From an optimization exercise on the open Yosys and OpenROAD flow, aimed at small area and a short achievable clock period; shortcuts taken in it are not production practice. In this exercise RTL edits were held to simulation tests only and were not proved equivalent to the original. Power is estimated from default activity; no workload was simulated.

// alu_issue_queue
module alu_issue_queue #(
  parameter int unsigned DEPTH = 8,
  parameter int unsigned TAG_W = 6
) (
  input  logic               clk,
  input  logic               reset,
  input  logic               en,
  input  logic               inValid,
  output logic               inReady,
  input  logic [5:0]         inFunc,
  input  logic [4:0]         inC0,
  input  logic [TAG_W-1:0]   inDestTag,
  input  logic [1:0]         inSrcReady,
  input  logic [2*TAG_W-1:0] inSrcTag,
  input  logic [63:0]        inSrcData,
  input  logic               resValid,
  input  logic [TAG_W-1:0]   resTag,
  input  logic [31:0]        resData,
  input  logic               allow,
  input  logic               flush,
  output logic               issueValid,
  output logic [5:0]         funcSelect,
  output logic [31:0]        dataIn0,
  output logic [31:0]        dataIn1,
  output logic [4:0]         c0,
  output logic [TAG_W-1:0]   issueTag
);
export LEC_CHECK = 0
export CAP_MARGIN = 20
export CORE_MARGIN = 2
export CORE_UTILIZATION = 40
export CTS_CLUSTER_DIAMETER = 90
export CTS_CLUSTER_SIZE = 26
export PLACE_DENSITY = 0.6
export SETUP_SLACK_MARGIN = 2.8
export SLEW_MARGIN = 20
export SYNTH_HIERARCHICAL = 1
export SYNTH_MINIMUM_KEEP_SIZE = 0
export TNS_END_PERCENT = 0
create_clock -name core_clock -period 5.0 [get_ports {clk}]
standard.sh (not shown) runs the stock make flow with config.mk's settings and CLKGATE_MAP_FILE= SYNTH_SCRIPT=/design/flow/synth_recipe.tcl, a recipe that flattens the netlist after the stock synthesis.
==> flow/flow/run.sh <==
#!/bin/bash
# The standard layout, except that the port buffers are the smallest buffer
# cell instead of the one buffer_ports picks by default. The standard flow's log
# goes to standard.log in the work folder.
set -euo pipefail
export BUFFER_PORTS_ARGS="-buffer_cell sky130_fd_sc_hd__buf_1"
bash standard.sh > standard.log 2>&1
The baseline produced a clean layout.
Then changed:
==> flow/run.sh (new file) <==
#!/bin/bash
# synth_recipe.tcl (not shown) runs the flow's synth.tcl, then flattens the netlist and writes it again
# the make line also repeats each setting of config.mk as NAME=value (left out here)
make -C /OpenROAD-flow-scripts/flow DESIGN_CONFIG=/design/flow/config.mk WORK_HOME=/design/flow/orfs CLKGATE_MAP_FILE= SYNTH_SCRIPT=/design/flow/synth_recipe.tcl finish
--- a/flow/config.mk
+++ b/flow/config.mk
@@ -16,3 +16,3 @@
 export SYNTH_HIERARCHICAL = 1
 export SYNTH_MINIMUM_KEEP_SIZE = 0
-export TNS_END_PERCENT = 0
+export TNS_END_PERCENT = 10
removed: flow/flow/run.sh
removed: flow/standard.sh
=> Synthesized cell count does not change. Routed wire length came out higher by roughly a tenth. Via count rises by a few percent. Critical path depth climbs by 2. Final cell count grows slightly. Worst setup slack improves by 170 ps. First-iteration DRC count rises by a few percent. Sequential share of layout area shrinks by 3.2 points. Global-route usage rose by 2.0 points.
Then changed:
==> flow/flow/run.sh (new file) <==
#!/bin/bash
# The standard layout, except that the port buffers are the smallest buffer
# cell instead of the one buffer_ports picks by default. The standard flow's log
# goes to standard.log in the work folder.
set -euo pipefail
export BUFFER_PORTS_ARGS="-buffer_cell sky130_fd_sc_hd__buf_1"
bash standard.sh > standard.log 2>&1
==> flow/standard.sh (new file) <==
#!/bin/bash
# synth_recipe.tcl (not shown) runs the flow's synth.tcl, then flattens the netlist and writes it again
# the make line also repeats each setting of config.mk as NAME=value (left out here)
make -C /OpenROAD-flow-scripts/flow DESIGN_CONFIG=/design/flow/config.mk WORK_HOME=/design/flow/orfs CLKGATE_MAP_FILE= SYNTH_SCRIPT=/design/flow/synth_recipe.tcl "${@:-finish}"
removed: flow/run.sh
Effect: First-iteration DRC count shrinks by a little under a tenth. Critical path depth shrinks by 2. Design area shrinks by a few percent. Non-clock buffer count shrinks by 1. Fmax shrinks slightly. Synthesized cell count does not change. Global-route usage shrinks by 1.2 points. Total power shrinks slightly. Die area is unchanged.
Then changed:
==> flow/run.sh (new file) <==
#!/bin/bash
# synth_recipe.tcl (not shown) runs the flow's synth.tcl, then flattens the netlist and writes it again
# the make line also repeats each setting of config.mk as NAME=value (left out here)
make -C /OpenROAD-flow-scripts/flow DESIGN_CONFIG=/design/flow/config.mk WORK_HOME=/design/flow/orfs CLKGATE_MAP_FILE= SYNTH_SCRIPT=/design/flow/synth_recipe.tcl finish
--- a/flow/config.mk
+++ b/flow/config.mk
@@ -9,6 +9,4 @@
 export CORE_MARGIN = 2
 export CORE_UTILIZATION = 40
-export CTS_CLUSTER_DIAMETER = 90
-export CTS_CLUSTER_SIZE = 26
 export PLACE_DENSITY = 0.6
 export SETUP_SLACK_MARGIN = 2.8
@@ -16,3 +14,2 @@
 export SYNTH_HIERARCHICAL = 1
 export SYNTH_MINIMUM_KEEP_SIZE = 0
-export TNS_END_PERCENT = 10
removed: flow/flow/run.sh
removed: flow/standard.sh
Result: Wire length rose by 7.4%; clock skew goes down by 21 ps; total power climbs by 22%; fmax rises by 4.1%; design area goes up by 8.5%; die area is unchanged; final cell count is higher by 3.2%.

## port drivers added, routing unchanged
The results above use ideal ports. As a check the final layouts listed here were re-extracted and re-timed, cells and wires unchanged. Step 1, drivers: a clkbuf_16 drives clk and a buf_2 each remaining input, both assumed. Step 2 also shifts input and output timing later by t, the mid clock arrival at the registers, as if the neighbouring blocks saw the same clock. Three values: no drivers, after step 1, after step 2; two values: the first two.
run	shift t [ns]	setup slack, ns	worst hold slack (ns)	worst data-port slew with drivers (ns)
the first run	0.688	2.436 / 2.436 / 1.853	0.452 / 0.407 / 0.452	0.15
the second run	0.679	2.606 / 2.618 / 1.939	0.480 / 0.480 / 0.480	0.19
the third run	0.693	2.577 / 2.591 / 1.911	0.444 / 0.400 / 0.472	0.18
the fourth run	0.724	2.673 / 2.670 / 1.946	0.442 / 0.442 / 0.442	0.17
After both steps setup and hold are still met in every run listed. The setup slack of the fourth run, which loses most, moves by -0.003 ns with the drivers and by -0.727 ns with both steps.
